Source: an optimization exercise on an open RTL-to-GDS flow (aim: small area, a short achievable clock period and few clock cycles per item). Production flows keep margins and buffers that such runs may drop. RTL that was checked went through simulation tests only; none was proved equivalent to the original. The RTL of run 6 was laid out without a check of its function. Power figures rest on the tool's default switching activity, not on a simulated workload.

[design/flow/flow/run.sh]
#!/bin/bash
set -euo pipefail
MARGIN=$(cat flow/margin.txt)
ARGS=(SETUP_SLACK_MARGIN=$MARGIN "BUFFER_PORTS_ARGS=-buffer_cell sky130_fd_sc_hd__buf_4")
bash standard.sh "${ARGS[@]}" place > make_place.log 2>&1
ODB=$PWD/orfs/results/$FLOW_PLATFORM/lru_ordered_history_set/base/3_place.odb openroad -no_init -exit flow/out_regs.tcl > out_regs.log 2>&1
bash standard.sh "${ARGS[@]}" finish > make_finish.log 2>&1
[design/flow/flow/out_regs.tcl]
# For each output port: move its buffer next to the pin and, when the
# buffer's input comes straight from a register with no other load, move that
# register next to it too; then legalize the placement.
read_db $::env(ODB)
set block [ord::get_db_block]
set core [$block getCoreArea]
set cx0 [expr [$core xMin] + 2000]; set cx1 [expr [$core xMax] - 12000]
set cy0 [expr [$core yMin] + 3000]; set cy1 [expr [$core yMax] - 3000]
proc clamp {v lo hi} { expr {$v < $lo ? $lo : ($v > $hi ? $hi : $v)} }
set moved 0
foreach bt [$block getBTerms] {
  if {[$bt getIoType] ne "OUTPUT"} { continue }
  set bb [$bt getBBox]
  set tx [clamp [expr ([$bb xMin] + [$bb xMax]) / 2] $cx0 $cx1]
  set ty [clamp [expr ([$bb yMin] + [$bb yMax]) / 2] $cy0 $cy1]
  set net [$bt getNet]
  foreach it [$net getITerms] {
    if {![$it isOutputSignal]} { continue }
    set buf [$it getInst]
    $buf setLocation $tx $ty
    incr moved
    foreach bi [$buf getITerms] {
      if {![$bi isInputSignal]} { continue }
      set n2 [$bi getNet]
      if {$n2 eq "NULL"} { continue }
      if {[llength [$n2 getITerms]] != 2} { continue }
      foreach it3 [$n2 getITerms] {
        if {![$it3 isOutputSignal]} { continue }
        set ff [$it3 getInst]
        set m [[$ff getMaster] getName]
        if {![string match "*__df*" $m] && ![string match "*__edf*" $m]} { continue }
        $ff setLocation $tx $ty
        incr moved
      }
    }
  }
}
puts "moved $moved cells"
detailed_placement
check_placement -verbose
write_db $::env(ODB)
[design/flow/constraint.sdc]
create_clock -name core_clock -period 9.0 [get_ports {clk}]
set_input_delay 1.8000 -clock core_clock [delete_from_list [all_inputs] [get_ports {clk}]]
set_output_delay 1.8000 -clock core_clock [all_outputs]
set_load 0.01 [all_outputs]
[design/flow/flow/margin.txt]
5.9
[design/flow/design.v]
`timescale 1ns / 1ps
package lohs_pkg;
    localparam int KEY_W       = 64;
    localparam int FP_PORT_W   = 64;
    localparam int SLOT_PORT_W = 4;
    localparam int FILL_PORT_W = 5;
    typedef enum logic [1:0] {
        CMD_LOOKUP_OFFSET = 2'd0,
        CMD_LOOKUP_ADDR   = 2'd1,
        CMD_INSERT        = 2'd2,
        CMD_TOUCH         = 2'd3
    } lohs_cmd_t;
endpackage
`timescale 1ns / 1ps
module lohs_cell #(
    parameter int FOOTPRINT_BITS = 64
) (
    input  logic                          clk,
    input  logic                          wr,
    input  logic [lohs_pkg::KEY_W-1:0]    wr_offset_key,
    input  logic [lohs_pkg::KEY_W-1:0]    wr_address_key,
    input  logic [FOOTPRINT_BITS-1:0]     wr_footprint,
    input  logic [lohs_pkg::KEY_W-1:0]    offset_key,
    input  logic [lohs_pkg::KEY_W-1:0]    address_key,
    output logic                          eq_offset,
    output logic                          eq_address,
    output logic [FOOTPRINT_BITS-1:0]     cell_footprint
);
    logic [lohs_pkg::KEY_W-1:0] okey_reg;
    logic [lohs_pkg::KEY_W-1:0] akey_reg;
    logic [FOOTPRINT_BITS-1:0]  fp_reg;
    always_ff @(posedge clk)
    begin
        if (wr)
        begin
            okey_reg <= wr_offset_key;
            akey_reg <= wr_address_key;
            fp_reg   <= wr_footprint;
        end
    end
    assign eq_offset      = (okey_reg == offset_key);
    assign eq_address     = (akey_reg == address_key);
    assign cell_footprint = fp_reg;
endmodule
`timescale 1ns / 1ps
module lohs_ctrl #(
    parameter int ENTRIES        = 16,
    parameter int FOOTPRINT_BITS = 64,
    parameter int SLOT_W         = 4,
    parameter int COUNT_W        = 5
) (
    input  logic                                         clk,
    input  logic                                         rst_n,
    input  logic                                         in_valid,
    output logic                                         in_stall,
    input  lohs_pkg::lohs_cmd_t                          cmd,
    input  logic [lohs_pkg::KEY_W-1:0]                   offset_key,
    input  logic [lohs_pkg::KEY_W-1:0]                   address_key,
    input  logic [FOOTPRINT_BITS-1:0]                    entry_footprint,
    input  logic [ENTRIES-1:0]                           cell_eq_o,
    input  logic [ENTRIES-1:0]                           cell_eq_a,
    input  logic [ENTRIES-1:0][FOOTPRINT_BITS-1:0]       cell_footprint,
    output logic [ENTRIES-1:0]                           cell_wr,
    output logic [lohs_pkg::KEY_W-1:0]                   wr_offset_key,
    output logic [lohs_pkg::KEY_W-1:0]                   wr_address_key,
    output logic [FOOTPRINT_BITS-1:0]                    wr_footprint,
    output logic                                         out_valid,
    input  logic                                         out_stall,
    output logic                                         hit,
    output logic [lohs_pkg::SLOT_PORT_W-1:0]             slot,
    output logic [lohs_pkg::FP_PORT_W-1:0]               found_footprint,
    output logic [lohs_pkg::FILL_PORT_W-1:0]             fill_count
);
    localparam int RES_W = 1 + SLOT_W + FOOTPRINT_BITS + COUNT_W;
    logic [COUNT_W-1:0]            count_reg;
    logic [COUNT_W-1:0]            count_next;
    logic [ENTRIES-1:0]            valid;
    logic                          full;
    logic [ENTRIES-1:0][ENTRIES-1:0] rec_reg;
    logic [ENTRIES-1:0][ENTRIES-1:0] newer;
    logic                          b_valid;
    lohs_pkg::lohs_cmd_t           b_cmd;
    logic [lohs_pkg::KEY_W-1:0]    b_okey;
    logic [lohs_pkg::KEY_W-1:0]    b_akey;
    logic [FOOTPRINT_BITS-1:0]     b_fp;
    logic [ENTRIES-1:0]            b_eq_o;
    logic [ENTRIES-1:0]            b_eq_a;
    logic [ENTRIES-1:0]            b_wrote;     
    logic                          b_fwd_o;     
    logic                          b_fwd_a;
    logic                          c_valid;
    logic [ENTRIES-1:0]            c_sel;
    logic                          c_hit;
    logic [SLOT_W-1:0]             c_slot;      
    logic [COUNT_W-1:0]            c_fill;
    logic                          o_valid;
    logic [RES_W-1:0]              o_res;
    logic                          s_valid;
    logic [RES_W-1:0]              s_res;
    logic                          stall_reg;
    logic                          accept;
    logic                          out_free;
    logic                          fire_c;
    logic                          c_free;
    logic                          fire_b;
    logic                          b_valid_next;
    logic                          c_valid_next;
    logic                          o_valid_next;
    logic                          s_valid_next;
    logic                          b_insert;
    logic                          b_touch;
    logic [ENTRIES-1:0]            match;
    logic [ENTRIES-1:0]            free_slot;
    logic [ENTRIES-1:0]            lru;
    logic [ENTRIES-1:0]            victim;
    logic [SLOT_W-1:0]             victim_num;
    logic [ENTRIES-1:0]            promote;
    logic [ENTRIES-1:0]            sel_look;
    logic [ENTRIES-1:0]            sel_touch;
    logic [ENTRIES-1:0]            sel;
    logic [SLOT_W-1:0]             res_slot;
    logic [FOOTPRINT_BITS-1:0]     res_fp;
    logic [RES_W-1:0]              res;
    always_comb
    begin
        for (int s = 0; s < ENTRIES; s++)
        begin
            valid[s]     = (COUNT_W'(s) < count_reg);
            free_slot[s] = (COUNT_W'(s) == count_reg);
        end
        for (int i = 0; i < ENTRIES; i++)
        begin
            for (int j = 0; j < ENTRIES; j++)
            begin
                if (i < j)
                    newer[i][j] = rec_reg[i][j];
                else if (i > j)
                    newer[i][j] = !rec_reg[j][i];
                else
                    newer[i][j] = 1'b0;
            end
        end
    end
    assign full = count_reg[COUNT_W-1];
    assign out_free     = !o_valid || !out_stall;
    assign fire_c       = c_valid && (out_free || !s_valid);
    assign c_free       = !c_valid || !s_valid;
    assign fire_b       = b_valid && c_free;
    assign accept       = in_valid && !stall_reg;
    assign b_valid_next = accept || (b_valid && !fire_b);
    assign c_valid_next = fire_b || (c_valid && !fire_c);
    assign o_valid_next = out_free ? (s_valid || c_valid) : 1'b1;
    assign s_valid_next = out_free ? (s_valid && c_valid) : (s_valid || c_valid);
    always_ff @(posedge clk or negedge rst_n)
    begin
        if (!rst_n)
        begin
            b_valid   <= 1'b0;
            c_valid   <= 1'b0;
            o_valid   <= 1'b0;
            s_valid   <= 1'b0;
            stall_reg <= 1'b0;
        end
        else
        begin
            b_valid   <= b_valid_next;
            c_valid   <= c_valid_next;
            o_valid   <= o_valid_next;
            s_valid   <= s_valid_next;
            stall_reg <= b_valid_next && c_valid_next && s_valid_next;
        end
    end
    always_ff @(posedge clk)
    begin
        if (accept)
        begin
            b_cmd   <= cmd;
            b_okey  <= offset_key;
            b_akey  <= address_key;
            b_fp    <= entry_footprint;
            b_eq_o  <= cell_eq_o;
            b_eq_a  <= cell_eq_a;
            b_wrote <= cell_wr;
            b_fwd_o <= (b_okey == offset_key);
            b_fwd_a <= (b_akey == address_key);
        end
    end
    assign b_insert = (b_cmd == lohs_pkg::CMD_INSERT);
    assign b_touch  = (b_cmd == lohs_pkg::CMD_TOUCH);
    always_comb
    begin
        for (int s = 0; s < ENTRIES; s++)
        begin
            if (b_cmd == lohs_pkg::CMD_LOOKUP_OFFSET)
                match[s] = b_wrote[s] ? b_fwd_o : (valid[s] && b_eq_o[s]);
            else
                match[s] = b_wrote[s] ? b_fwd_a : (valid[s] && b_eq_a[s]);
        end
        for (int s = 0; s < ENTRIES; s++)
        begin
            sel_look[s] = match[s];
            for (int t = 0; t < ENTRIES; t++)
            begin
                if (t != s)
                    sel_look[s] = sel_look[s] && (!match[t] || newer[s][t]);
            end
            sel_touch[s] = match[s];
            for (int t = 0; t < s; t++)
            begin
                sel_touch[s] = sel_touch[s] && !match[t];
            end
        end
        if (b_insert)
            sel = '0;
        else if (b_touch)
            sel = sel_touch;
        else
            sel = sel_look;
        promote = (b_valid && b_touch) ? sel_touch : '0;
        for (int s = 0; s < ENTRIES; s++)
        begin
            lru[s] = 1'b1;
            for (int t = 0; t < ENTRIES; t++)
            begin
                if (t != s)
                    lru[s] = lru[s] && newer[t][s];
            end
        end
        victim     = full ? lru : free_slot;
        victim_num = '0;
        for (int s = 0; s < ENTRIES; s++)
        begin
            if (victim[s])
                victim_num = victim_num | SLOT_W'(s);
        end
        cell_wr    = (fire_b && b_insert) ? victim : '0;
        count_next = (fire_b && b_insert && !full) ? count_reg + COUNT_W'(1) : count_reg;
    end
    assign wr_offset_key  = b_okey;
    assign wr_address_key = b_akey;
    assign wr_footprint   = b_fp;
    always_ff @(posedge clk or negedge rst_n)
    begin
        if (!rst_n)
        begin
            count_reg <= '0;
        end
        else
        begin
            count_reg <= count_next;
        end
    end
    for (genvar i = 0; i < ENTRIES; i++)
    begin : g_rec_row
        for (genvar j = i + 1; j < ENTRIES; j++)
        begin : g_rec_col
            always_ff @(posedge clk)
            begin
                if (promote[i] || cell_wr[i])
                    rec_reg[i][j] <= 1'b1;
                else if (promote[j] || cell_wr[j])
                    rec_reg[i][j] <= 1'b0;
            end
        end
    end
    always_ff @(posedge clk)
    begin
        if (c_free)
        begin
            c_sel  <= sel;
            c_hit  <= !b_insert && (|match);
            c_slot <= b_insert ? victim_num : '0;
            c_fill <= count_next;
        end
    end
    always_comb
    begin
        res_slot = c_slot;
        res_fp   = '0;
        for (int s = 0; s < ENTRIES; s++)
        begin
            if (c_sel[s])
                res_slot = res_slot | SLOT_W'(s);
            res_fp = res_fp | (cell_footprint[s] & {FOOTPRINT_BITS{c_sel[s]}});
        end
    end
    assign res = {c_hit, res_slot, res_fp, c_fill};
    always_ff @(posedge clk)
    begin
        if (out_free && (s_valid || c_valid))
        begin
            o_res <= s_valid ? s_res : res;
        end
        if (c_valid && (s_valid ? out_free : !out_free))
        begin
            s_res <= res;
        end
    end
    assign in_stall = stall_reg;
    assign out_valid = o_valid;
    assign {hit, slot, found_footprint, fill_count} = o_res;
endmodule
`timescale 1ns / 1ps
module lru_ordered_history_set #(
    parameter int ENTRIES        = 16,
    parameter int FOOTPRINT_BITS = 64
) (
    input  logic                                 clk,
    input  logic                                 rst_n,
    input  logic                                 in_valid,
    output logic                                 in_stall,
    input  logic [1:0]                           cmd,
    input  logic [lohs_pkg::KEY_W-1:0]           offset_key,
    input  logic [lohs_pkg::KEY_W-1:0]           address_key,
    input  logic [lohs_pkg::FP_PORT_W-1:0]       entry_footprint,
    output logic                                 out_valid,
    input  logic                                 out_stall,
    output logic                                 hit,
    output logic [lohs_pkg::SLOT_PORT_W-1:0]     slot,
    output logic [lohs_pkg::FP_PORT_W-1:0]       found_footprint,
    output logic [lohs_pkg::FILL_PORT_W-1:0]     fill_count
);
    localparam int SLOT_W  = (ENTRIES > 1) ? $clog2(ENTRIES) : 1;
    localparam int COUNT_W = $clog2(ENTRIES + 1);
    logic [ENTRIES-1:0]                      cell_wr;
    logic [ENTRIES-1:0]                      cell_eq_o;
    logic [ENTRIES-1:0]                      cell_eq_a;
    logic [ENTRIES-1:0][FOOTPRINT_BITS-1:0]  cell_fp;
    logic [lohs_pkg::KEY_W-1:0]              wr_okey;
    logic [lohs_pkg::KEY_W-1:0]              wr_akey;
    logic [FOOTPRINT_BITS-1:0]               wr_fp;
    lohs_ctrl #(
        .ENTRIES        (ENTRIES),
        .FOOTPRINT_BITS (FOOTPRINT_BITS),
        .SLOT_W         (SLOT_W),
        .COUNT_W        (COUNT_W)
    ) u_ctrl (
        .clk              (clk),
        .rst_n            (rst_n),
        .in_valid         (in_valid),
        .in_stall         (in_stall),
        .cmd              (lohs_pkg::lohs_cmd_t'(cmd)),
        .offset_key       (offset_key),
        .address_key      (address_key),
        .entry_footprint  (entry_footprint[FOOTPRINT_BITS-1:0]),
        .cell_eq_o        (cell_eq_o),
        .cell_eq_a        (cell_eq_a),
        .cell_footprint   (cell_fp),
        .cell_wr          (cell_wr),
        .wr_offset_key    (wr_okey),
        .wr_address_key   (wr_akey),
        .wr_footprint     (wr_fp),
        .out_valid        (out_valid),
        .out_stall        (out_stall),
        .hit              (hit),
        .slot             (slot),
        .found_footprint  (found_footprint),
        .fill_count       (fill_count)
    );
    for (genvar c = 0; c < ENTRIES; c++)
    begin : g_cell
        lohs_cell #(
            .FOOTPRINT_BITS (FOOTPRINT_BITS)
        ) u_cell (
            .clk            (clk),
            .wr             (cell_wr[c]),
            .wr_offset_key  (wr_okey),
            .wr_address_key (wr_akey),
            .wr_footprint   (wr_fp),
            .offset_key     (offset_key),
            .address_key    (address_key),
            .eq_offset      (cell_eq_o[c]),
            .eq_address     (cell_eq_a[c]),
            .cell_footprint (cell_fp[c])
        );
    end
endmodule
[design/flow/standard.sh]
#!/bin/bash
# synth_recipe.tcl (not shown) runs the flow's synth.tcl, then flattens the netlist and writes it again
# the make line also repeats each setting of config.mk as NAME=value (left out here)
make -C /OpenROAD-flow-scripts/flow DESIGN_CONFIG=/design/flow/config.mk WORK_HOME=/design/flow/orfs CLKGATE_MAP_FILE= SYNTH_SCRIPT=/design/flow/synth_recipe.tcl "${@:-finish}"
[design/flow/config.mk]
export PLATFORM = sky130hd
export DESIGN_NAME = lru_ordered_history_set
export DESIGN_NICKNAME = lru_ordered_history_set
export VERILOG_FILES = /design/flow/design.v
export SDC_FILE = /design/flow/constraint.sdc
export NUM_CORES = 8
export LEC_CHECK = 0
export CAP_MARGIN = 20
export CORE_MARGIN = 2
export CORE_UTILIZATION = 62
export CTS_BUF_LIST = sky130_fd_sc_hd__clkbuf_16
export CTS_CLUSTER_DIAMETER = 80
export CTS_CLUSTER_SIZE = 25
export PLACE_DENSITY = 0.66
export SETUP_SLACK_MARGIN = 5
export SLEW_MARGIN = 20
==> notes.md, run 1 <==
Cells and area
The area added between synthesis and finish is 10.4%. Of the cells placed in the final design, the portion with a size suffix greater than 1 is 0.130. The design area is roughly 160000 um^2. After the last flow step, the layout net total stands at about 8900. For this run, the number of standard cells in the final layout without fillers is 11813.

CTS
The clock input transition at the sequential cells of the worst setup and hold paths is about 0.1 ns. The maximum buffer depth of the clock tree is 3. TritonCTS built the clock tree. Clock tree synthesis inserted a total of between 150 and 200 buffers. The clock tree root driver cell is clkbuf_16. The clock sink total is 3620. In this run the number of H-tree levels came out at 4.

The clock insertion delay at the later pin of the skew report is between 0.9 and 1 ns. Buffers inserted to repair hold after CTS numbered 0.

Synthesis
The net count after synthesis is ~8500. The commonest register cell after synthesis is edfxtp_1. By area, the combinational part of the netlist is dominated by XOR/XNOR gates. The flip-flop and latch count after synthesis is 3620. The multiplexer share of the synthesized area is 0.00628. The synthesized netlist occupies a cell area of roughly 140000 um^2.

The register area share after synthesis is 0.750. Of the total synthesized cell area, the portion taken by AND, OR, NAND and NOR gates is 0.0454. Of the total synthesized cell area, the portion taken by full adders, half adders and majority gates is 0.000419. The share of flip-flops with an asynchronous set or reset is 0.00276. The number of enable flip-flop cells after synthesis is approximately 3500. The synthesized instance count is 8323. Of the total synthesized cell area, the portion taken by XOR and XNOR cells is 0.133. The synthesized-area fraction occupied by ao, oa, aoi and oai cells is 0.0515. The average size of a mapped cell is 17.2 um^2. The number of warnings issued by yosys is 2. The distinct cell type count after synthesis is 90.

STA
In the finished design, the share of the clock period the worst path needs comes to 0.364. The clock arrives with 0.0594 ns of skew. Setup slack on the critical path of the routed design comes to about 5.7 ns. The headroom to the max-slew limit is 0.131. The max-slew violation count is 0.

The number of hold-slack violations in the final timing report is 0. The routed design could run at a clock period as short as about 3.3 ns. For the pin with the worst max-slew slack, the measured transition is around 1.3 ns. The aggregate negative setup slack is 0 ns. Setup repair after global routing could not meet its margin everywhere. Static timing analysis puts the maximum clock frequency at 305 MHz. Setup violations remaining at the end of the flow were counted as 0.

Worst setup path
The startpoint class of the critical path is an input port. The required time reported for the critical path endpoint is ~9.7 ns. In this run the critical register-to-register path is captured at g_cell[14].u_cell.akey_reg[53]$_DFFE_PP_.

The timing startpoint of the critical path is offset_key[34]. For the worst setup path, the data arrival time is 3.99 ns. In this run the worst setup path terminates at u_ctrl.b_eq_o[10]$_DFFE_PP_. The critical register-to-register path startpoint is u_ctrl.count_reg[0]$_DFF_PN0_. The worst-path maximum fanout is 17. The worst setup path is captured at a flop. By startpoint and endpoint, the worst setup path is classified as input port to flop. The setup slack on the worst flop-to-flop path is ~5.8 ns. The worst reg-to-reg path cell count is 7.

Global route
For this run, global-route usage on met2 was measured as 0.629. The first global-routing pass estimated 680000 um of wire. The largest net degree at the start of global routing is 113. In the global route stage, met1 resource usage came out at 0.612. The residual overflow from global routing is 0. In this run the most used layer during global routing was met2. The number of global-route vias before repair is roughly 79000. For met3 alone, demand over resource in global routing was 0.114. Across every metal layer, demand over resource in global routing totals 0.428. The initial antenna violation count is 55.

Power and ir drop
In this run the static leakage power is ~0.052 uW. The power per cell area is between 200 and 250 nW/um^2. The worst-case IR drop observed on VDD is 0.236 mV.

The design draws between 30000 and 40000 uW.

Detailed routing
Summing over every cut layer, the via total after detailed routing is 85354. Before antenna repair, the detailed router went through 6 iterations. Dividing the detail-routed wire length by the instance count gives roughly 43 um. The routed wire length is a little over 500000 um. The detail route stage leaves a number of antenna-violating nets equal to 0. The average via count per standard cell is 7.23. The iteration-0 DRC count of the detailed router is about 17000. The post-route DRC violation count is 0.

Floorplan
The core region area is between 200000 and 250000 um^2. After floorplanning, the core was divided into 176 placement rows. During I/O placement, the number of pins put on the boundary was around 270. The die covers roughly 230000 um^2. The die is around 480 um wide. The initial core utilization is 0.623. From bottom edge to top edge, the die measures around 480 um.

Placed design
The final HPWL from detailed placement is between 200000 and 300000 um. The routability-driven placement congestion ratio is ~0.97. The cell area after placement is 150000 um^2.

The number of placed cells counting well taps is roughly 11000. The count of buffers added on input and output ports is around 270. The worst slack after detailed placement is roughly 4.4 ns.

Flow run
The tool flagged a number of max-cap violations equal to 0.

Status
The flow ran to the end and the layout has no timing, DRC or antenna violations.

Hold path
The tightest min-delay check is of the flop to flop type.
## cell usage in the layout (no fill, tap or decap), types with 8 or more instances in the layout
cell type | netlist | final
xor2_1 | 2177 | 2177
diode_2 | 0 | 19
a21oi_1 | 31 | 23
a221oi_1 | 276 | 276
nor2_1 | 54 | 39
o21ai_1 | 11 | 14
a21o_1 | 90 | 82
nor4_1 | 610 | 519
clkbuf_16 | 0 | 180
edfxtp_1 | 3490 | 3490
buf_12 | 0 | 37
a221o_1 | 8 | 8
dfxtp_1 | 120 | 119
nand4_1 | 243 | 243
nor4_4 | 2 | 19
a22oi_1 | 15 | 15
buf_16 | 0 | 14
inv_1 | 50 | 68
nand3_1 | 22 | 20
nand2_1 | 61 | 60
buf_6 | 6 | 156
or3b_1 | 8 | 8
dfrtp_1 | 10 | 8
o21ai_0 | 34 | 28
buf_4 | 4 | 396
nor2_4 | 2 | 16
o22ai_1 | 49 | 43
a22o_1 | 263 | 263
buf_8 | 0 | 17
nor3_1 | 19 | 18
mux2_2 | 75 | 75
a21bo_2 | 10 | 10
nor4_2 | 1 | 75
## worst min path at each step
stage / start / to / slack [ns] / depth (start not counted)
after global routing: u_ctrl.b_akey[55]$_DFFE_PP_ / g_cell[7].u_cell.akey_reg[55]$_DFFE_PP_ / 0.47 / 0
after floorplan: u_ctrl.c_fill[0]$_DFFE_PN_ / u_ctrl.s_res[0]$_DFFE_PP_ / 0.42 / 0
after CTS: u_ctrl.b_akey[55]$_DFFE_PP_ / g_cell[7].u_cell.akey_reg[55]$_DFFE_PP_ / 0.47 / 0
final: u_ctrl.b_akey[55]$_DFFE_PP_ / g_cell[7].u_cell.akey_reg[55]$_DFFE_PP_ / 0.46 / 0
after global placement: u_ctrl.b_akey[55]$_DFFE_PP_ / g_cell[7].u_cell.akey_reg[55]$_DFFE_PP_ / 0.43 / 0
after detailed placement: u_ctrl.b_akey[55]$_DFFE_PP_ / g_cell[7].u_cell.akey_reg[55]$_DFFE_PP_ / 0.44 / 0
## worst max-delay path: stages
cell     delay (ns)
buf_4          0.13
buf_8          0.20
xor2_1         0.20
nor4_2         0.27
nand4_1        0.85
nor4_2         0.52
## metal layers
metal	share of wire	routed length (um)	vias to the layer above
li1	-	-	32864
met1	0.36	182000	43711
met2	0.44	223000	7518
met3	0.15	78100	1235
met4	0.053	27200	26
met5	0.00027	140	-
## power breakdown
group,switching [uW],internal [uW]
Clock,5240,3630
Combinational,5590,2590
Sequential,1220,20300
Total,12000,26500
## cells in the mapped netlist, types with 5 or more instances
master	n	area share
a21o_1	90	0.0047
inv_1	50	0.0013
a22oi_1	15	0.00079
nand4_1	243	0.011
dfxtp_1	120	0.017
a2111oi_0	6	0.00037
o21ai_0	34	0.0012
a221oi_1	276	0.017
o21a_1	8	0.00042
o22ai_1	49	0.0021
nor4b_1	6	0.00037
nor2_1	54	0.0014
dfrtp_1	10	0.0017
nor3_1	19	0.00066
a22o_1	263	0.016
nand2b_1	7	0.00031
buf_2	24	0.00084
a31oi_1	11	0.00048
nand2_1	61	0.0016
or3b_1	8	0.00049
clkbuf_1	359	0.0094
a21bo_2	10	0.00070
a222oi_1	7	0.00049
o21ai_1	11	0.00038
o221ai_1	5	0.00031
edfxtp_1	3490	0.73
a221o_1	8	0.00056
nor4_1	610	0.027
mux2_2	75	0.0059
and2_1	5	0.00022
o21bai_1	6	0.00031
buf_6	6	0.00047
nand3_1	22	0.00077
a21oi_1	31	0.0011
buf_1	35	0.00092
xor2_1	2177	0.13
a211oi_1	6	0.00031
o2111ai_1	6	0.00037
## per-stage QoR
step                utilization  hold slack [ns]
floorplan                     -            0.422
global placement          0.652            0.431
detailed placement        0.652            0.444
CTS                       0.684            0.467
global route              0.688            0.474
finish                    0.688            0.460
## layout make-up
cell class | instances | area [um^2]
Clock buffer | 174 | 4350
Clock inverter | 56 | 567
Sequential cell | 3620 | 107000
Fill cell | 14995 | 71700
Tap cell | 3026 | 3790
Antenna cell | 19 | 47.5
Timing Repair Buffer | 640 | 6570
Inverter | 50 | 205
Multi-Input combinational cell | 4228 | 35200
## kinds of logic after synthesis
logic type      count (synthesis)
flops                        3620
xor+xnor                     2179
simple gates                 1070
compound gates                891
buf+inv                       478
mux                            80
fa+ha+maj                       5
## what timing repair did
action,in CTS,in global routing
gates cloned,12,7
endpoints found under the setup margin,3108,1498
resized for setup,299,152
pin swaps,29,31
setup buffers,52,13
Testbench counts, summed over its fixed seeds: cycles 32,024, items 32,000.
==> run 2, diff against run 1 <==
==> design/flow/flow/margin.txt (replaced) <==
6.0
==> run 2 against run 1 <==
Net effect:
- still clean on timing, DRC and antenna
- global-route usage grew 0.21 points
- synthesized area is the same
- cell count grew 0.53%
- critical path type is now flop to output port
- largest cell class unchanged
- highest routed layer unchanged
==> notes.md, run 2 <==
Synthesis
Yosys mapped a number of flops with a built-in enable equal to approximately 3500. After synthesis, the most frequently instantiated cells are edfxtp_1 (3490), xor2_1 (2177), nor4_1 (610). For this run, the register share of the synthesized area comes to 0.750.

The netlist uses 90 different library cells. Counting every net in the synthesized netlist gives roughly 8500. In the synthesized netlist the async set-or-reset flop fraction comes to 0.00276. In the synthesized netlist, the number of instances is ~8300. In the post-synthesis netlist, the biggest area contributors are edfxtp_1 (73%), xor2_1 (13%), nor4_1 (2.7%). After synthesis the cells add up to 143000 um^2. Among all flip-flop cells after synthesis, the most frequent one is edfxtp_1. The largest total area in the synthesized netlist belongs to edfxtp_1. The average size of a mapped cell is 17.2 um^2. The share of synthesized area in the top cell type comes to 0.732. The dominant cell by count in the synthesized netlist is edfxtp_1. The flip-flop and latch count after synthesis is between 3000 and 4000.

The number of warnings issued by yosys is 2.

Cells and area
In the final design database the tool counted ~9000 nets. The number of standard cells in the layout, taps in and fillers out is between 10000 and 15000. In the final layout, the multi-input gates occupy 35600 um^2. The leading cell type in the layout, fill and taps excluded is edfxtp_1. Of the cells placed in the final design, the portion with a size suffix greater than 1 is 0.141. The area added between synthesis and finish is 11.4%. Summing all flip-flop and latch instances after layout gives 107000 um^2. The layout filler cell count is between 10000 and 15000.

The top cell types in the final layout, fill and taps aside, are edfxtp_1 (3490), xor2_1 (2175), nor4_1 (490), buf_4 (401), a221oi_1 (273).

Global route
In the global route stage, overall resource usage came out at 0.430. The first-pass GRT wire length is about 680000 um. The initial antenna violation count is 55.

The largest net degree at the start of global routing is between 100 and 150. The residual overflow from global routing is 0. The number of global-route vias before repair is between 70000 and 80000.

STA
Timing would allow up to 307 MHz. On the final layout, the worst clock skew is 0.0463 ns. The headroom to the max-slew limit is 0.185. Setup violations remaining at the end of the flow were counted as 0. The number of hold-slack violations in the final timing report came to 0.

The final hold slack is roughly 0.46 ns. The share of the clock period used by the worst path after layout is 0.361. The max-slew violation count is 0. The clock period minus worst slack is about 3.3 ns.

The aggregate negative setup slack is 0 ns. Setup slack on the critical path of the routed design comes to between 5 and 6 ns. The pin slew with the least headroom to its limit is 1.22 ns. Setup repair after global routing could not meet its margin everywhere.

Worst setup path
For this run, the slowest stage of the critical path takes between 0.4 and 0.5 ns. The critical path arrival is 1.45 ns. Data on the critical path is required at its endpoint by 7.20 ns. The worst setup path is launched from a flop. On the critical path, the stage with the largest delay is an instance of edfxtp_1.

The signal on the critical path passes through buf_6. The setup check on the worst reg-to-reg path leaves a slack of ~5.8 ns. The number of buffers and inverters on the critical path is 1.

The reg-to-reg critical path endpoint is g_cell[7].u_cell.okey_reg[36]$_DFFE_PP_. The cell class contributing the biggest share of worst-path delay is flip-flops. In this run the worst setup path begins at u_ctrl.o_res[65]$_DFFE_PP_. In this run the critical register-to-register path is launched from u_ctrl.count_reg[4]$_DFF_PN0_.

The type of the worst setup path is flop to output port. The instance count on the critical path is 1. The worst register-to-register path has a depth of 8.

The kind of capture point of the worst setup path is an output port. The critical path ends at found_footprint[60]. The worst-path maximum fanout is 1.

Detailed routing
The detail-routed net length per standard cell is around 43 um. In this run, the number of DRC markers left after iteration 0 of detailed routing was approximately 17000. The post-route antenna net violation count is 0. The average via count per standard cell is between 7 and 8. After detailed routing, the number of remaining DRC violations is 0. The routed layout has ~86000 vias.

For this block, the routed nets add up to 516000 um of wire. The count of TritonRoute iterations in the first routing pass is 6.

Placed design
The number of I/O port buffers is approximately 270. At the end of routability-driven placement, the weighted congestion stood at 0.970. The worst slack after detailed placement is 4.39 ns.

The final HPWL from detailed placement is between 200000 and 300000 um. The number of placed instances, taps included, is between 10000 and 15000.

CTS
The CTS tree is built. The hold-fix buffer count after cts is 0. The clock insertion delay at the later pin of the skew report is ~0.9 ns.

The clock sink total is roughly 3600. The tree is rooted in a clkbuf_16. The CTS H-tree depth is 4. In this run the deepest clock path goes through 3 buffers. The number of buffers inserted during clock tree synthesis is 170. The clock input transition at the sequential cells of the worst setup and hold paths is 0.10 ns.

Floorplan
The height of the die is 485 um. The total I/O pin count is between 200 and 300. For this configuration, the core starts out at a cell density of 0.623. The die covers between 200000 and 250000 um^2.

The site row count is approximately 180. The core region area is about 230000 um^2. The die is roughly 480 um wide.

Power and ir drop
The power per cell area is 242 nW/um^2. For this design the static power due to leakage is around 0.053 uW. The sum of internal, switching and leakage power is a little under 40000 uW. The maximum ir drop on the vdd rail is approximately 0.24 mV.

Hold path
The class of the most critical hold timing path is flop to flop.

Flow run
The tool flagged a number of max-cap violations equal to 0.

Status
The run finished with no timing, DRC or antenna violations.
==> run 2: cell count changes in the layout (fill, tap and decap cells not counted), sizes merged <==
cell / delta
buf: +44
o21ba: +1
o21bai: -1
diode: +10
clkbuf: +8
nand3: +1
==> run 2: cell families after synthesis <==
family,Yosys count,synth area share
muxes,80,0.00628
adders and majority gates,5,0.000419
xor gates and xnor gates,2179,0.133
and+or+nand+nor,1070,0.0454
DFF,3620,0.750
AOI/OAI and AO/OA,891,0.0515
buffers and inverters,478,0.0132
==> run 2: worst min-delay path by stage <==
stage | start | end | depth (start not counted)
floorplan | u_ctrl.c_fill[0]$_DFFE_PN_ | u_ctrl.s_res[0]$_DFFE_PP_ | 0
global placement | u_ctrl.b_akey[55]$_DFFE_PP_ | g_cell[7].u_cell.akey_reg[55]$_DFFE_PP_ | 0
detailed placement | u_ctrl.b_akey[55]$_DFFE_PP_ | g_cell[7].u_cell.akey_reg[55]$_DFFE_PP_ | 0
CTS | u_ctrl.b_akey[55]$_DFFE_PP_ | g_cell[7].u_cell.akey_reg[55]$_DFFE_PP_ | 0
global route | u_ctrl.b_akey[55]$_DFFE_PP_ | g_cell[7].u_cell.akey_reg[55]$_DFFE_PP_ | 0
finish | u_ctrl.b_akey[55]$_DFFE_PP_ | g_cell[7].u_cell.akey_reg[55]$_DFFE_PP_ | 0
==> run 2: metrics by stage <==
stage | utilization | instance area [um^2]
5_1_grt | 0.694 | 160000
2_1_floorplan | - | 143000
3_3_place_gp | 0.652 | 150000
3_5_place_dp | 0.652 | 150000
6_report | 0.694 | 160000
4_1_cts | 0.687 | 158000
==> run 2: power by group <==
part	internal, uW	leakage (uW)	switching, uW	total [uW]
registers	20300	0.0328	1220	21500
logic	2680	0.0177	5660	8330
clock network	3630	0.00249	5230	8860
==> run 2: area by class of cell <==
class | instances | share of cell area
Tap cell | 3026 | 0.0237
Sequential cell | 3620 | 0.673
Timing Repair Buffer | 692 | 0.0472
Clock buffer | 174 | 0.0273
Clock inverter | 56 | 0.00355
Antenna cell | 29 | 0.000455
Inverter | 50 | 0.00129
Multi-Input combinational cell | 4229 | 0.223
==> run 2: routing by layer <==
metal | vias to the layer above | GRT usage | wire length, um
li1 | 33002 | - | -
met1 | 44213 | 0.613 | 183000
met2 | 7605 | 0.629 | 225000
met3 | 1233 | 0.118 | 79900
met4 | 24 | 0.187 | 27900
met5 | - | 0 | 174
==> run 2: what timing repair did <==
action	4_1_cts	5_1_grt
cloned	15	13
endpoints found under the hold margin	0	0
setup buffers	68	41
pin swaps	47	63
setup endpoints to repair	3271	1634
resized for setup	420	188
==> run 3, diff against run 2 <==
--- a/design/flow/config.mk
+++ b/design/flow/config.mk
@@ -11,6 +11,7 @@
 export CTS_BUF_LIST = sky130_fd_sc_hd__clkbuf_16
 export CTS_CLUSTER_DIAMETER = 80
 export CTS_CLUSTER_SIZE = 25
+export GPL_TIMING_DRIVEN = 0
 export PLACE_DENSITY = 0.66
 export SETUP_SLACK_MARGIN = 5
 export SLEW_MARGIN = 20
==> run 3 against run 2 <==
Net effect:
- synthesized area unchanged
- worst setup slack lost 0.47 ns
- largest power group unchanged
- sequential cell count did not move
- register-to-register slack improved by 0.06 ns
- design area rose by 14%
- synthesized cell count did not move
- clock power is 3.3% higher
- clock skew rose by 0.023 ns
- routed wire length rose by 18%
- hold slack got worse by 0.0013 ns
==> notes.md, run 3 <==
Synthesis
The area fraction of the dominant cell type after synthesis is 0.732. The share of flip-flops with an asynchronous set or reset is 0.00276. The register area share after synthesis is 0.750. The synthesized netlist contains 90 unique library cells. The flip-flop and latch count after synthesis is between 3000 and 4000. The net count after synthesis is roughly 8500. The dominant cell by count in the synthesized netlist is edfxtp_1. Each instance of the synthesized netlist takes up on average roughly 17 um^2. Yosys mapped a number of flops with a built-in enable equal to roughly 3500. Summed over all instances, the cell type with the most area after synthesis is edfxtp_1.

For this run, the leading register cell type out of synthesis is edfxtp_1. In the post-synthesis netlist, the biggest area contributors are edfxtp_1 (73%), xor2_1 (13%), nor4_1 (2.7%). Synthesis produced a netlist whose cell count is between 8000 and 9000. After synthesis, the most frequently instantiated cells are edfxtp_1 (3490), xor2_1 (2177), nor4_1 (610). The mapped netlist covers between 100000 and 150000 um^2. During synthesis, Yosys emitted a total of 2 warnings.

Global route
The number of global-route vias before repair is 88760. The initial antenna violation count is 48. The first global-routing pass estimated about 800000 um of wire. Entering global routing, the biggest net connects 42 pins. The combined global-route utilization of all metal layers is 0.497. The total overflow left after global routing is 0.

CTS
Clock tree synthesis selected as its root buffer the cell clkbuf_16. The clock insertion delay at the later pin of the skew report is a little over 0.9 ns. Buffers inserted during clock tree synthesis total 171. The CTS H-tree depth is 4. CTS saw ~3600 sinks. The maximum buffer depth of the clock tree is 3.

The clock input transition at the sequential cells of the worst setup and hold paths is 0.10 ns. TritonCTS built the clock tree.

Worst setup path
STA puts the critical path data arrival time at between 4 and 5 ns. The reg-to-reg critical path endpoint is u_ctrl.c_sel[6]$_SDFFCE_PN0N_. For this design, the slowest cell found on the critical path is nand4_1. Walking the worst path, the cells encountered are buf_8, clkbuf_16, clkbuf_16, xor2_4, nor4_4, nand4_1, nor4_4. STA classifies the critical path startpoint as an input port. Counting both buffers and inverters, the worst setup path holds a total of 3.

The timing startpoint of the critical path is address_key[3]. The kind of capture point of the worst setup path is a flop. The required time reported for the critical path endpoint is 9.68 ns. On the worst path, the slowest cell contributes a delay of just under 0.9 ns. The setup slack on the worst flop-to-flop path is ~5.9 ns. In this run the critical register-to-register path is launched from u_ctrl.b_cmd[0]$_DFFE_PP_. The cell class contributing the biggest share of worst-path delay is simple AND/OR/NAND/NOR gates. Counting cells, the worst reg-to-reg path comes to 14. Of all nets on the critical path, the largest fanout is 2. The type of the worst setup path is input port to flop. The endpoint of the most critical setup path is u_ctrl.b_eq_a[7]$_DFFE_PP_. In this run the number of cells on the critical path is 7.

Flow run
The total of max-cap violations is 0.

Placed design
Port buffering added 273 buffers. The routability-driven placement congestion ratio is ~1. After detailed placement, the design holds a cell count of 11968. After legalization and detailed placement, the total HPWL measured between 300000 and 400000 um.

Cells and area
From synthesis to final layout, the design area changed by 27.4%. The leading cell type in the layout, fill and taps excluded is edfxtp_1. Counting the fill cells in the layout gives 11481.

For this run, the number of standard cells in the final layout without fillers is approximately 13000. Leaving out fill and tap cells, the most frequent cells in the layout are edfxtp_1 (3490), xor2_1 (2092), buf_4 (773), clkbuf_16 (398), nor4_1 (309). The share of cells above drive strength 1 is 0.273. After the last flow step, the layout net total stands at around 10000.

Floorplan
In this run the core area contains approximately 180 standard-cell rows. The initial utilization of the core area, before any placement, comes to 0.623. The total I/O pin count is ~270. The die covers between 200000 and 250000 um^2.

The x dimension of the die is around 480 um. In this run the standard cell core region covers about 230000 um^2. The die is 485 um tall.

STA
The headroom to the max-slew limit is 0.0547. The max-slew violation count is 0. In the final timing run, aggregate negative setup slack is 0 ns. The number of hold-slack violations in the final timing report was 0. The worst clock skew is around 0.07 ns. Timing would allow up to 268 MHz. The pin slew with the least headroom to its limit is approximately 1.4 ns. Setup repair after global routing could not meet its margin everywhere. For the finished layout, the period the worst path requires is ~3.7 ns. Setup violations remaining at the end of the flow were counted as 0.

In the finished design, the share of the clock period the worst path needs comes to 0.414.

Hold path
The class of the most critical hold timing path is flop to flop.

Detailed routing
Summing over every cut layer, the via total after detailed routing is 96908. Using the TritonRoute via totals, the vias-per-cell ratio works out to roughly 7.4. The count of TritonRoute iterations in the first routing pass is 14. For this run, design rule violations remaining after detail routing come to 0.

The first routing iteration left about 20000 violations. The detail-routed net length per standard cell is between 40 and 50 um. The post-route antenna net violation count is 0. After detailed routing, the total wire length is 608000 um.

Power and ir drop
IR analysis of the VDD net gives a maximum drop of between 0.2 and 0.25 mV. For this design the ratio of total power to cell area is roughly 230 nW/um^2. In this run the static leakage power is 0.0635 uW.

Status
The run finished with no timing, DRC or antenna violations.
==> run 3: how the worst min path moves through the flow <==
stage / startpoint / end / slack, ns / cells after the start
finish: u_ctrl.c_hit$_DFFE_PN_ / u_ctrl.s_res[73]$_DFFE_PP_ / 0.46 / 0
global route: u_ctrl.c_fill[0]$_DFFE_PN_ / u_ctrl.s_res[0]$_DFFE_PP_ / 0.47 / 0
CTS: u_ctrl.c_hit$_DFFE_PN_ / u_ctrl.s_res[73]$_DFFE_PP_ / 0.46 / 0
detailed placement: u_ctrl.c_hit$_DFFE_PN_ / u_ctrl.s_res[73]$_DFFE_PP_ / 0.44 / 0
global placement: u_ctrl.c_hit$_DFFE_PN_ / u_ctrl.s_res[73]$_DFFE_PP_ / 0.43 / 0
floorplan: u_ctrl.c_fill[0]$_DFFE_PN_ / u_ctrl.s_res[0]$_DFFE_PP_ / 0.42 / 0
==> run 3: through the flow <==
step                worst slack [ns]   util  power [uW]  area, um^2  hold slack [ns]
CTS                             5.67  0.775       40000      178000            0.458
detailed placement              2.55  0.683       30100      157000            0.435
global route                    5.46  0.794       41700      183000            0.473
floorplan                       2.99      -       25200      143000            0.422
finish                          5.27  0.794       41300      183000            0.460
global placement              -0.975  0.649       29600      149000            0.435
==> run 3: per-layer routing <==
layer  GRT usage  share of wire  vias up  wire length [um]
met5           0        0.00081        -               491
met4       0.315          0.088       26             53800
met3       0.188           0.18     2582            108000
met2       0.705           0.42    10453            253000
met1       0.649           0.32    48421            192000
li1            -              -    35426                 -
==> run 3: cell type report <==
class / instances / area [um^2] / share of cell area
Buffer: 428 / 7010 / 0.0384
Clock buffer: 172 / 4300 / 0.0236
Inverter: 50 / 198 / 0.00108
Tap cell: 3026 / 3790 / 0.0207
Multi-Input combinational cell: 4225 / 39100 / 0.214
Clock inverter: 50 / 713 / 0.00391
Timing Repair Buffer: 1493 / 19900 / 0.109
Sequential cell: 3620 / 107000 / 0.589
Antenna cell: 24 / 60.1 / 0.000329
==> run 3: kinds of logic after synthesis <==
logic type	share of synthesized area
AOI/OAI and AO/OA	0.0515
xor gates and xnor gates	0.133
muxes	0.00628
DFF	0.750
adders and majority gates	0.000419
buffers and inverters	0.0132
and+or+nand+nor	0.0454
==> run 3: worst register-to-register path, stage by stage, from the launching register on <==
cell and delay (ns):
edfxtp_1 0.39, buf_6 0.16, buf_8 0.14, buf_6 0.11, o21ai_4 0.14, nand2b_4 0.06
buf_6 0.13, buf_12 0.15, buf_12 0.14, a21o_4 0.26, clkbuf_16 0.19, buf_4 0.19
a2111oi_4 0.35, o211ai_1 0.16, o22ai_2 0.32
==> run 3: report_power, final <==
part	internal [uW]	total, uW	switching, uW
combinational	3780	10200	6380
sequential	20300	22000	1710
clock	3750	9150	5400
total	27800	41300	13500
==> run 3: what timing repair did <==
item	CTS	global route
gates cloned	46	28
resized for setup	1720	423
endpoints found under the setup margin	3004	1985
hold buffers	0	0
setup buffers	581	212
pin swaps	307	236
==> run 4, diff against run 3 <==
--- a/design/flow/config.mk
+++ b/design/flow/config.mk
@@ -7,11 +7,10 @@
 export LEC_CHECK = 0
 export CAP_MARGIN = 20
 export CORE_MARGIN = 2
-export CORE_UTILIZATION = 62
+export CORE_UTILIZATION = 70
 export CTS_BUF_LIST = sky130_fd_sc_hd__clkbuf_16
 export CTS_CLUSTER_DIAMETER = 80
 export CTS_CLUSTER_SIZE = 25
-export GPL_TIMING_DRIVEN = 0
-export PLACE_DENSITY = 0.66
+export PLACE_DENSITY = 0.74
 export SETUP_SLACK_MARGIN = 5
 export SLEW_MARGIN = 20
==> run 4 against run 3 <==
Net effect:
- non-clock buffer count down 1279
- synthesized area unchanged
- still clean on timing, DRC and antenna
- largest cell class unchanged
- global-route usage is 2.4 points lower
- critical endpoint is now found_footprint[57]
- largest power group unchanged
- critical path depth decreased by 6
- combinational power shrank 19%
==> notes.md, run 4 <==
Hold path
The class of the most critical hold timing path is flop to flop. The startpoint of the worst hold path is u_ctrl.b_akey[53]$_DFFE_PP_.

Global route
The first global-routing pass estimated around 670000 um of wire. The combined global-route utilization of all metal layers is 0.473. The initial antenna violation count is 57. Global routing finished with a remaining overflow of 0. The number of global-route vias before repair is 81869.

Entering global routing, the biggest net connects 134 pins.

Placed design
Input and output buffers added on the ports amount to 273. The number of placed cells counting well taps is roughly 11000. The routability-driven placement congestion ratio is just over 1. Timing analysis after detailed placement gives a worst setup slack of 4.13 ns.

Detailed placement ended at an HPWL of roughly 280000 um.

Synthesis
Counting flops with a built-in enable in the synthesized netlist gives around 3500. After synthesis the cells add up to approximately 140000 um^2. The net count after synthesis is 8525. The flip-flop and latch count after synthesis is 3620. The share of flip-flops with an asynchronous set or reset is 0.00276. The share of synthesized area in the top cell type comes to 0.732. The share of the Yosys chip area taken by registers is 0.750. The average size of a mapped cell is around 17 um^2. In the post-synthesis netlist, the cell with the most instances is edfxtp_1.

The library cell with the largest summed area after synthesis is edfxtp_1. The synthesized instance count is 8323. The commonest register cell after synthesis is edfxtp_1. During synthesis, Yosys emitted a total of 2 warnings.

Yosys attributes the largest share of cell area to edfxtp_1 (73%), xor2_1 (13%), nor4_1 (2.7%). In the synthesized netlist, the cells that appear most often are edfxtp_1 (3490), xor2_1 (2177), nor4_1 (610). Counting distinct cell types in the post-synthesis netlist gives 90.

Worst setup path
The critical path arrival is ~1.5 ns. The critical path's slowest cell is edfxtp_1. The worst-path maximum fanout is 1. The required time reported for the critical path endpoint is slightly above 7 ns. The type of the worst setup path is flop to output port. In this run the critical register-to-register path is launched from u_ctrl.count_reg[2]$_DFF_PN0_.

Among cell families on the critical path, the largest total delay comes from flip-flops. The sum of buffers and inverters on the critical path is 1. The kind of capture point of the worst setup path is an output port. STA classifies the critical path startpoint as a flop. Tracing the worst setup path back leads to its startpoint at u_ctrl.o_res[62]$_DFFE_PP_. The signal on the critical path passes through buf_6.

In this design, the stage delay of the slowest critical-path cell is 0.46 ns.

CTS
For this design, the CTS-stage hold fixing added 0 buffers. Counting along the longest clock path gives a buffer depth of 3. The clock drives about 3600 sinks. The clock tree root driver cell is clkbuf_16.

CTS built an H-tree with a depth of 4. The number of buffers inserted during clock tree synthesis is approximately 170. The CTS tree is built. The later pin in the worst-skew pair is clocked with a latency of around 0.90 ns. The clock input transition at the sequential cells of the worst setup and hold paths is around 0.10 ns.

Power and ir drop
Power comes to approximately 38000 uW. The maximum ir drop on the vdd rail is around 0.24 mV. The power per cell area is around 240 nW/um^2. The leakage power summed over all cells is 0.0527 uW.

STA
In the post-route analysis, the smallest setup slack over all paths is between 5 and 6 ns. The final-report setup violation count is 0. For the pin with the worst max-slew slack, the measured transition is about 1.1 ns. The max-slew violation count is 0. Setup repair after global routing could not meet its margin everywhere. The number of hold-slack violations in the final timing report is 0. Based on the critical path, the design can be clocked at up to around 300 MHz. The clock period minus worst slack is 3.30 ns.

In the finished design, the share of the clock period the worst path needs comes to 0.367. Headroom to the max-slew limit came out at 0.272. After routing, the total negative slack on setup checks comes to 0 ns. The worst clock skew is approximately 0.043 ns.

Cells and area
The share of cells above drive strength 1 is 0.135. The layout has 11003 filler cells. In the final layout, the multi-input gates occupy 35700 um^2. Compared with the post-synthesis result, the final layout area differs by 10.8%. In the layout the commonest cells are edfxtp_1 (3490), xor2_1 (2175), nor4_1 (473), buf_4 (341), a221oi_1 (276). Leaving out fill and tap cells, the most frequent cell in the layout is edfxtp_1. For this run, the number of standard cells in the final layout without fillers is roughly 11000. At the end of the flow, the number of nets in the layout was 8911. The sequential cells in the finished layout cover a total of between 100000 and 150000 um^2.

Floorplan
The die covers around 210000 um^2. The core region area is ~200000 um^2. In this run the horizontal extent of the chip is approximately 460 um. The floorplan step set the die height to between 400 and 500 um.

The initial core utilization is 0.702. The site row count is ~170. The total I/O pin count is about 270.

Flow run
The total of max-cap violations is 0.

Detailed routing
The average via count per standard cell is between 7 and 8. After the first detailed-routing iteration, the DRC count stood at slightly below 20000. The pre-antenna-repair detailed-routing pass consisted of 8 iterations. In the final routed layout, each cell accounts on average for between 40 and 50 um. The total via count in the routed design is between 80000 and 90000. The post-route DRC violation count is 0. After detailed routing, the total wire length is around 500000 um. The post-route antenna net violation count is 0.

Status
The flow ran to the end and the layout has no timing, DRC or antenna violations.
[run 4: cell families after synthesis]
logic type	after synthesis	synth area share
AOI/OAI and AO/OA	891	0.0515
muxes	80	0.00628
buffers and inverters	478	0.0132
and+or+nand+nor	1070	0.0454
xor gates and xnor gates	2179	0.133
adders and majority gates	5	0.000419
DFF	3620	0.750
[run 4: metal layers]
metal	vias up	GRT usage	share of wire	wire, um
met1	43398	0.648	0.33	163000
met2	9118	0.694	0.44	217000
met4	40	0.249	0.067	33300
met3	1720	0.144	0.17	84300
met5	-	0	0.00068	340
li1	32854	-	-	-
[run 4: path summary, 6_finish.rpt]
check,cells after the start,slack [ns],to
setup / recovery,1,5.70,found_footprint[57]
hold / removal,0,0.46,g_cell[15].u_cell.akey_reg[53]$_DFFE_PP_
setup reg to reg,9,5.92,g_cell[1].u_cell.okey_reg[53]$_DFFE_PP_
hold reg to reg,0,0.46,g_cell[15].u_cell.akey_reg[53]$_DFFE_PP_
max in group asynchronous,1,8.09,u_ctrl.count_reg[1]$_DFF_PN0_
min in group asynchronous,1,0.73,u_ctrl.o_valid$_DFF_PN0_
[run 4: through the flow]
| step | utilization | hold slack, ns | area [um^2] |
|---|---|---|---|
| 2_1_floorplan | - | 0.422 | 143000 |
| 4_1_cts | 0.770 | 0.465 | 157000 |
| 3_3_place_gp | 0.732 | 0.440 | 149000 |
| 5_1_grt | 0.778 | 0.481 | 159000 |
| 6_report | 0.778 | 0.463 | 159000 |
| 3_5_place_dp | 0.732 | 0.444 | 149000 |
[run 4: layout make-up]
class / count / share of cell area
inverters: 50 / 0.00129
multi-input cells: 4228 / 0.225
clock inverters: 52 / 0.00314
flip-flops and latches: 3620 / 0.677
clock buffers: 168 / 0.0265
well taps: 2688 / 0.0212
repair buffers: 642 / 0.0455
diodes: 32 / 0.000505
[run 4: power by group]
part | internal, uW | total [uW] | switching [uW]
clock | 3500 | 8630 | 5130
combinational | 2650 | 8300 | 5650
sequential | 20300 | 21500 | 1190
[run 4: timing repair]
item	4_1_cts	5_1_grt
setup endpoints to repair	3425	2016
pin swaps	38	51
cloned	14	8
setup buffers	48	30
resized for setup	433	239
==> run 5, diff against run 4 <==
==> design/flow/config.mk (replaced) <==
export PLATFORM = sky130hd
export DESIGN_NAME = lru_ordered_history_set
export DESIGN_NICKNAME = lru_ordered_history_set
export VERILOG_FILES = /design/flow/design.v
export SDC_FILE = /design/flow/constraint.sdc
export NUM_CORES = 8
export LEC_CHECK = 0
export CAP_MARGIN = 10
export CORE_MARGIN = 2
export CORE_UTILIZATION = 62
export CTS_BUF_LIST = sky130_fd_sc_hd__clkbuf_16
export CTS_CLUSTER_DIAMETER = 80
export CTS_CLUSTER_SIZE = 25
export PLACE_DENSITY = 0.66
export SETUP_SLACK_MARGIN = 5
export SLEW_MARGIN = 10
==> run 5 against run 4 <==
Net effect:
- still clean
- clock power grew 2%
- via count shrank 1.1%
- core utilization fell by 8.6 points
- clock skew up 0.012 ns
- synthesized cell count is the same
- sequential cell count stayed put
- die area increased by 13%
- critical path depth is the same
- critical path type unchanged
==> notes.md, run 5 <==
Cells and area
The leading cell type in the layout, fill and taps excluded is edfxtp_1. The library cells used most frequently in the layout, excluding fill and tap cells, are edfxtp_1 (3490), xor2_1 (2177), nor4_1 (485), buf_4 (382), a221oi_1 (276). In the final layout, the share of cells above drive strength 1 is 0.137. The area added between synthesis and finish is 11.1%.

The design area is about 160000 um^2. The number of nets in the final layout is slightly below 9000.

Detailed routing
In this run, the number of DRC markers left after iteration 0 of detailed routing was 17301. After detailed routing, the number of vias per cell comes to 7.27. After detailed routing, the total wire length is around 520000 um. The detail-routed net length per standard cell is between 40 and 50 um. The count of TritonRoute iterations in the first routing pass is 8.

The total via count in the routed design is 86132. In the routed design, unresolved DRC markers number 0. The post-route antenna net violation count is 0.

Worst setup path
Measured in cells, the most critical reg-to-reg path has a length of 5. The sum of buffers and inverters on the critical path is 1. The worst setup path is captured at an output port. The setup path with the least slack is of type flop to output port. The setup slack on the worst flop-to-flop path is about 5.9 ns. The cell class contributing the biggest share of worst-path delay is flip-flops. The endpoint of the most critical setup path is found_footprint[39].

The startpoint class of the critical path is a flop. In this run the critical register-to-register path is captured at u_ctrl.b_fwd_a$_DFFE_PP_. In this run the number of cells on the critical path is 1. The critical register-to-register path startpoint is u_ctrl.b_akey[17]$_DFFE_PP_. For the worst setup path, the data required time is 7.20 ns. The signal on the critical path passes through buf_6. The critical path starts at u_ctrl.o_res[44]$_DFFE_PP_. The largest individual stage delay along the critical path comes from the cell edfxtp_1.

STA puts the critical path data arrival time at 1.46 ns. In this design, the stage delay of the slowest critical-path cell is roughly 0.43 ns. The worst-path maximum fanout is 1.

Floorplan
The full die area is about 230000 um^2. The die is approximately 480 um wide. The site row count is about 180. The height of the die is about 480 um.

During I/O placement, the number of pins put on the boundary was 274. The initial utilization of the core area, before any placement, comes to 0.623. The total area inside the core boundary comes to about 230000 um^2.

Synthesis
For this run, the register share of the synthesized area comes to 0.750. The distinct cell type count after synthesis is 90. The largest family of logic cells by synthesized area is XOR/XNOR gates. For this run, the number of Yosys warnings is 2.

The synthesized-area fraction occupied by ao, oa, aoi and oai cells is 0.0515. Sorting the synthesized cells by area gives the leading types as edfxtp_1 (73%), xor2_1 (13%), nor4_1 (2.7%). The flip-flop and latch count after synthesis is 3620. The share of synthesized area in the top cell type comes to 0.732.

The post-synthesis xor/xnor area fraction is 0.133. Of all flip-flops after synthesis, the portion carrying an async set or reset was 0.00276. The commonest register cell after synthesis is edfxtp_1. The post-synthesis simple-gate area fraction is 0.0454. The average size of a mapped cell is between 15 and 20 um^2. In the post-synthesis netlist, the cell with the most instances is edfxtp_1. After synthesis, the share of cell area in mux cells is 0.00628. The adder and majority cell fraction of the synthesized area is 0.000419. The synthesized instance count is between 8000 and 9000.

Of all cell types, the one taking the most synthesized area is edfxtp_1. The net count after synthesis is 8525. Sorting the synthesized cells by how often they occur yields edfxtp_1 (3490), xor2_1 (2177), nor4_1 (610). The netlist area before placement is roughly 140000 um^2. The number of enable flip-flop cells after synthesis is between 3000 and 4000.

STA
Setup repair after global routing could not meet its margin everywhere. At the pin with the least slew margin, the transition time is between 1 and 1.5 ns. In the finished design, the share of the clock period the worst path needs comes to 0.363. The clock period minus worst slack is approximately 3.3 ns.

Setup violations remaining at the end of the flow were counted as 0. Static timing analysis puts the maximum clock frequency at approximately 300 MHz. The max-slew violation count came to 0. The aggregate negative setup slack is 0 ns. Headroom to the max-slew limit came out at 0.183.

Clock skew on the completed layout was measured at between 0.05 and 0.06 ns. The number of hold-slack violations in the final timing report is 0.

Hold path
The class of the most critical hold timing path is flop to flop.

CTS
Clock-pin slew was measured on the worst setup and hold paths at about 0.09 ns. CTS saw roughly 3600 sinks. The clock tree synthesis step divided the H-tree into 4 levels.

The tree is rooted in a clkbuf_16. In this run, CTS created clock tree buffers numbering 170. Counting along the longest clock path gives a buffer depth of 3. At the later pin of the worst-skew pair, clock insertion delay measures about 0.91 ns. The CTS tree is built.

Power and ir drop
Power spread over the standard cell area amounts to between 200 and 250 nW/um^2. The maximum ir drop on the vdd rail is between 0.2 and 0.25 mV. The sum of internal, switching and leakage power is just under 40000 uW. The leakage power summed over all cells is 0.0528 uW.

Global route
Summed over all layers, the global routing overflow is 0. The initial antenna violation count is 51. The number of global-route vias before repair came to around 79000. The combined global-route utilization of all metal layers is 0.431. The largest net degree at the start of global routing is between 80 and 90.

The first-pass GRT wire length is approximately 680000 um.

Placed design
After legalization and detailed placement, the total HPWL measured 285000 um. After detailed placement, the total cell area comes to between 100000 and 150000 um^2. The number of I/O port buffers is ~270. The routability-driven placement congestion ratio is around 0.97.

Flow run
The total of max-cap violations is 0.

Status
The run finished with no timing, DRC or antenna violations.
-- run 5: cell counts after synthesis --
Identical to the previous run, type by type.
-- run 5: metal layers --
layer | global-route usage | part of all wire | vias to the layer above
met4 | 0.187 | 0.055 | 22
met1 | 0.613 | 0.35 | 44026
li1 | - | - | 32934
met5 | 0 | 0.00028 | -
met3 | 0.122 | 0.16 | 1270
met2 | 0.629 | 0.43 | 7880
-- run 5: cells by family after synthesis --
| family | after synthesis |
|---|---|
| AOI/OAI and AO/OA | 891 |
| xor gates and xnor gates | 2179 |
| adders and majority gates | 5 |
| buffers and inverters | 478 |
| DFF | 3620 |
| muxes | 80 |
| and+or+nand+nor | 1070 |
-- run 5: what timing repair did --
| action | CTS | global route |
|---|---|---|
| hold buffers | 0 | 0 |
| resized for setup | 439 | 142 |
| gates cloned | 19 | 12 |
| buffers inserted | 66 | 17 |
| pin swaps | 46 | 43 |
| endpoints found under the setup margin | 3284 | 1138 |
-- run 5: where the power goes --
group,switching (uW),internal [uW]
clock,5230,3540
combinational,5650,2640
sequential,1230,20300
total,12100,26400
-- run 5: metrics by stage --
step | worst slack, ns | hold slack, ns | util | std cells
after detailed placement | 4.21 | 0.437 | 0.652 | 11476
after global placement | 4.16 | 0.431 | 0.652 | 11476
after CTS | 5.68 | 0.460 | 0.687 | 11790
final | 5.74 | 0.459 | 0.692 | 11851
after floorplan | 2.99 | 0.422 | - | 8323
after global routing | 5.68 | 0.472 | 0.692 | 11831
-- run 5: area by class of cell --
class                   count  area (um^2)
repair buffers            663         7210
fillers                 14940        70700
well taps                3026         3790
repair inverters            1         7.51
clock buffers             172         4300
diodes                     32         80.1
inverters                  50          205
clock inverters            57          529
multi-input cells        4230        35600
flip-flops and latches   3620       107000
-- run 5: how the worst min path moves through the flow --
stage                                 from                                 endpoint  cells past startpoint
2_1_floorplan   u_ctrl.c_fill[0]$_DFFE_PN_                u_ctrl.s_res[0]$_DFFE_PP_                      0
3_5_place_dp   u_ctrl.b_akey[55]$_DFFE_PP_  g_cell[7].u_cell.akey_reg[55]$_DFFE_PP_                      0
6_report       u_ctrl.b_akey[55]$_DFFE_PP_  g_cell[7].u_cell.akey_reg[55]$_DFFE_PP_                      0
3_3_place_gp   u_ctrl.b_akey[55]$_DFFE_PP_  g_cell[7].u_cell.akey_reg[55]$_DFFE_PP_                      0
4_1_cts        u_ctrl.b_akey[55]$_DFFE_PP_  g_cell[7].u_cell.akey_reg[55]$_DFFE_PP_                      0
5_1_grt        u_ctrl.b_akey[55]$_DFFE_PP_  g_cell[7].u_cell.akey_reg[55]$_DFFE_PP_                      0
==> run 6, diff against run 5 <==
--- a/design/flow/design.v
+++ b/design/flow/design.v
@@ -111,7 +111,8 @@
     logic                          b_touch;
     logic [ENTRIES-1:0]            match;
     logic [ENTRIES-1:0]            free_slot;
-    logic [ENTRIES-1:0]            lru;
+    logic [ENTRIES-1:0]            lru_reg;     
+    logic [ENTRIES-1:0]            lru_next;
     logic [ENTRIES-1:0]            victim;
     logic [SLOT_W-1:0]             victim_num;
     logic [ENTRIES-1:0]            promote;
@@ -217,16 +218,7 @@
         else
             sel = sel_look;
         promote = (b_valid && b_touch) ? sel_touch : '0;
-        for (int s = 0; s < ENTRIES; s++)
-        begin
-            lru[s] = 1'b1;
-            for (int t = 0; t < ENTRIES; t++)
-            begin
-                if (t != s)
-                    lru[s] = lru[s] && newer[t][s];
-            end
-        end
-        victim     = full ? lru : free_slot;
+        victim     = full ? lru_reg : free_slot;
         victim_num = '0;
         for (int s = 0; s < ENTRIES; s++)
         begin
@@ -235,6 +227,19 @@
         end
         cell_wr    = (fire_b && b_insert) ? victim : '0;
         count_next = (fire_b && b_insert && !full) ? count_reg + COUNT_W'(1) : count_reg;
+        for (int s = 0; s < ENTRIES; s++)
+        begin
+            lru_next[s] = !(promote[s] || cell_wr[s]);
+            for (int t = 0; t < ENTRIES; t++)
+            begin
+                if (t != s)
+                    lru_next[s] = lru_next[s] && (promote[t] || cell_wr[t] || newer[t][s]);
+            end
+        end
+    end
+    always_ff @(posedge clk)
+    begin
+        lru_reg <= lru_next;
     end
     assign wr_offset_key  = b_okey;
     assign wr_address_key = b_akey;
==> design/flow/flow/margin.txt (replaced) <==
6.2
--- a/design/flow/config.mk
+++ b/design/flow/config.mk
@@ -5,7 +5,7 @@
 export SDC_FILE = /design/flow/constraint.sdc
 export NUM_CORES = 8
 export LEC_CHECK = 0
-export CAP_MARGIN = 10
+export CAP_MARGIN = 20
 export CORE_MARGIN = 2
 export CORE_UTILIZATION = 62
 export CTS_BUF_LIST = sky130_fd_sc_hd__clkbuf_16
@@ -13,4 +13,4 @@
 export CTS_CLUSTER_SIZE = 25
 export PLACE_DENSITY = 0.66
 export SETUP_SLACK_MARGIN = 5
-export SLEW_MARGIN = 10
+export SLEW_MARGIN = 20
==> run 6 against run 5 <==
Net effect:
- combinational power increased by 14%
- critical path type is now flop to flop
- sequential power is essentially flat
- maximum frequency decreased by 4.0%
- design area is 6.3% higher
- register-to-register slack got worse by 0.30 ns
- non-clock buffer count up 451
- largest power group unchanged
- clock skew fell by 0.0095 ns
- synthesized area rose by 0.73%
- critical endpoint is now u_ctrl.lru_reg[9]$_DFF_P_
- clock-buffer cell count is the same
- routed wire length down 0.36%
- highest routed layer unchanged
- via count rose by 2.9%
- worst setup slack got worse by 0.14 ns
==> notes.md, run 6 <==
Detailed routing
The count of TritonRoute iterations in the first routing pass is 8. In the routed layout, each cell is associated on average with a via count of 7.09. In the final routed layout, each cell accounts on average for 41.2 um. The final layout contains routed wiring with a total length of 515000 um.

Synthesis
The netlist area before placement is approximately 140000 um^2. By instance count, the leading cell after synthesis is edfxtp_1. By area the synthesized netlist is led by edfxtp_1 (73%), xor2_1 (13%), nor4_1 (2.6%). The net count after synthesis is between 8000 and 9000. The distinct cell type count after synthesis is ~100.

Status
The flow ran to the end and the layout has no timing, DRC or antenna violations.

Worst setup path
In this run the worst path has a maximum fanout of 8. For flop-to-flop paths, the worst setup slack is 5.60 ns. The critical path is of the flop to flop type. The required time reported for the critical path endpoint is 9.77 ns. The kind of capture point of the worst setup path is a flop.

CTS
The maximum buffer depth of the clock tree is 3. For the worst-skew pair, the clock arrives at the later sink with an insertion delay of ~0.90 ns. The clock tree root driver cell is clkbuf_16. The tree built by TritonCTS fans out to 3636 sinks. In this run, post-CTS hold repair placed 0 buffers. The CTS H-tree depth is 4. The CTS tree is built.

STA
After layout, the minimum clock period comes to 3.40 ns. The final hold slack is between 0.4 and 0.5 ns. The aggregate negative setup slack is 0 ns.

Headroom to the max-slew limit came out at 0.274. The final-report setup violation count is 0.

Placed design
The final HPWL from detailed placement is around 270000 um.

Floorplan
The core region area is ~230000 um^2. The x dimension of the die is about 490 um.

Cells and area
The share of cells above drive strength 1 is 0.210. In the final design database the tool counted between 9000 and 10000 nets.

Power and ir drop
The worst-case IR drop observed on VDD is 0.344 mV. The internal power of the cells totals around 27000 uW.
==> run 6: worst min path at each step <==
stage | from | end | slack, ns | cells past startpoint
floorplan | u_ctrl.c_fill[0]$_DFFE_PN_ | u_ctrl.s_res[0]$_DFFE_PP_ | 0.42 | 0
global placement | u_ctrl.b_okey[28]$_DFFE_PP_ | g_cell[7].u_cell.okey_reg[28]$_DFFE_PP_ | 0.44 | 0
detailed placement | u_ctrl.c_fill[3]$_DFFE_PN_ | u_ctrl.s_res[3]$_DFFE_PP_ | 0.44 | 0
CTS | u_ctrl.c_hit$_DFFE_PN_ | u_ctrl.s_res[73]$_DFFE_PP_ | 0.46 | 0
global route | u_ctrl.c_fill[0]$_DFFE_PN_ | u_ctrl.s_res[0]$_DFFE_PP_ | 0.47 | 0
finish | u_ctrl.c_fill[0]$_DFFE_PN_ | u_ctrl.s_res[0]$_DFFE_PP_ | 0.45 | 0
==> run 6: power groups by stage <==
stage          sequential [uW]  combinational [uW]  clock (uW)
6_report                 21700                9460        8770
5_1_grt                  21700                9660        9250
4_1_cts                  21500                8690        8740
3_5_place_dp             22000                7330           0
3_3_place_gp             21900                7250           0
2_1_floorplan            21600                4020           0
==> run 6: metrics by stage <==
step | instance area [um^2] | setup WS [ns] | util | cells | power, uW
3_3_place_gp | 151000 | 4.07 | 0.650 | 11665 | 29200
4_1_cts | 165000 | 5.71 | 0.711 | 12275 | 39000
6_report | 169000 | 5.60 | 0.729 | 12501 | 39900
3_5_place_dp | 151000 | 4.07 | 0.650 | 11668 | 29300
2_1_floorplan | 145000 | 3.05 | - | 8546 | 25600
5_1_grt | 169000 | 5.59 | 0.729 | 12488 | 40600
==> run 6: metal layers <==
layer | vias up | GRT usage | wire [um]
li1 | 34501 | - | -
met1 | 45272 | 0.593 | 180000
met2 | 7505 | 0.630 | 228000
met3 | 1342 | 0.109 | 76900
met4 | 18 | 0.189 | 29400
met5 | - | 0 | 233
==> run 6: critical path: stages (launching register included) <==
cell	delay, ns
edfxtp_1	0.41
buf_6	0.17
buf_12	0.15
buf_6	0.11
or2_4	0.30
mux2i_4	0.23
o32a_1	0.42
and3_4	0.25
buf_6	0.13
buf_6	0.11
a31oi_4	0.28
buf_12	0.15
clkbuf_16	0.16
nand2_4	0.05
nor4b_2	0.15
and4_1	0.19
==> run 6: what timing repair did <==
action	4_1_cts	5_1_grt
gates resized for setup	1051	417
pin swaps	180	234
endpoints found under the setup margin	3546	2169
setup buffers	346	189
cloned	41	19
==> run 6: layout make-up <==
cell class | instances | area, um^2
repair buffers | 1114 | 13400
clock buffers | 172 | 4300
inverters | 35 | 154
fillers | 14061 | 63000
diodes | 18 | 45.0
flip-flops and latches | 3636 | 108000
multi-input cells | 4431 | 39100
well taps | 3043 | 3810
repair inverters | 4 | 27.5
clock inverters | 48 | 454
==> run 6: logic make-up (layout without fill, tap and decap cells) <==
| family | count (synthesis) | after routing | share of synthesized area |
|---|---|---|---|
| flops | 3636 | 3636 | 0.747 |
| xor+xnor | 2179 | 2179 | 0.132 |
| simple gates | 1241 | 1249 | 0.0491 |
| compound gates | 918 | 918 | 0.0520 |
| buf+inv | 487 | 1373 | 0.0132 |
| mux | 80 | 80 | 0.00620 |
| fa+ha+maj | 5 | 5 | 0.000416 |
| other cells | 0 | 18 | 0 |

Setup slack of run 6, layout unchanged: 5.601 ns with ideal ports, 5.601 ns with driving cells assumed (clock clkbuf_16, inputs buf_2), 4.899 ns with port delays also shifted by the 0.982 ns mid clock arrival.
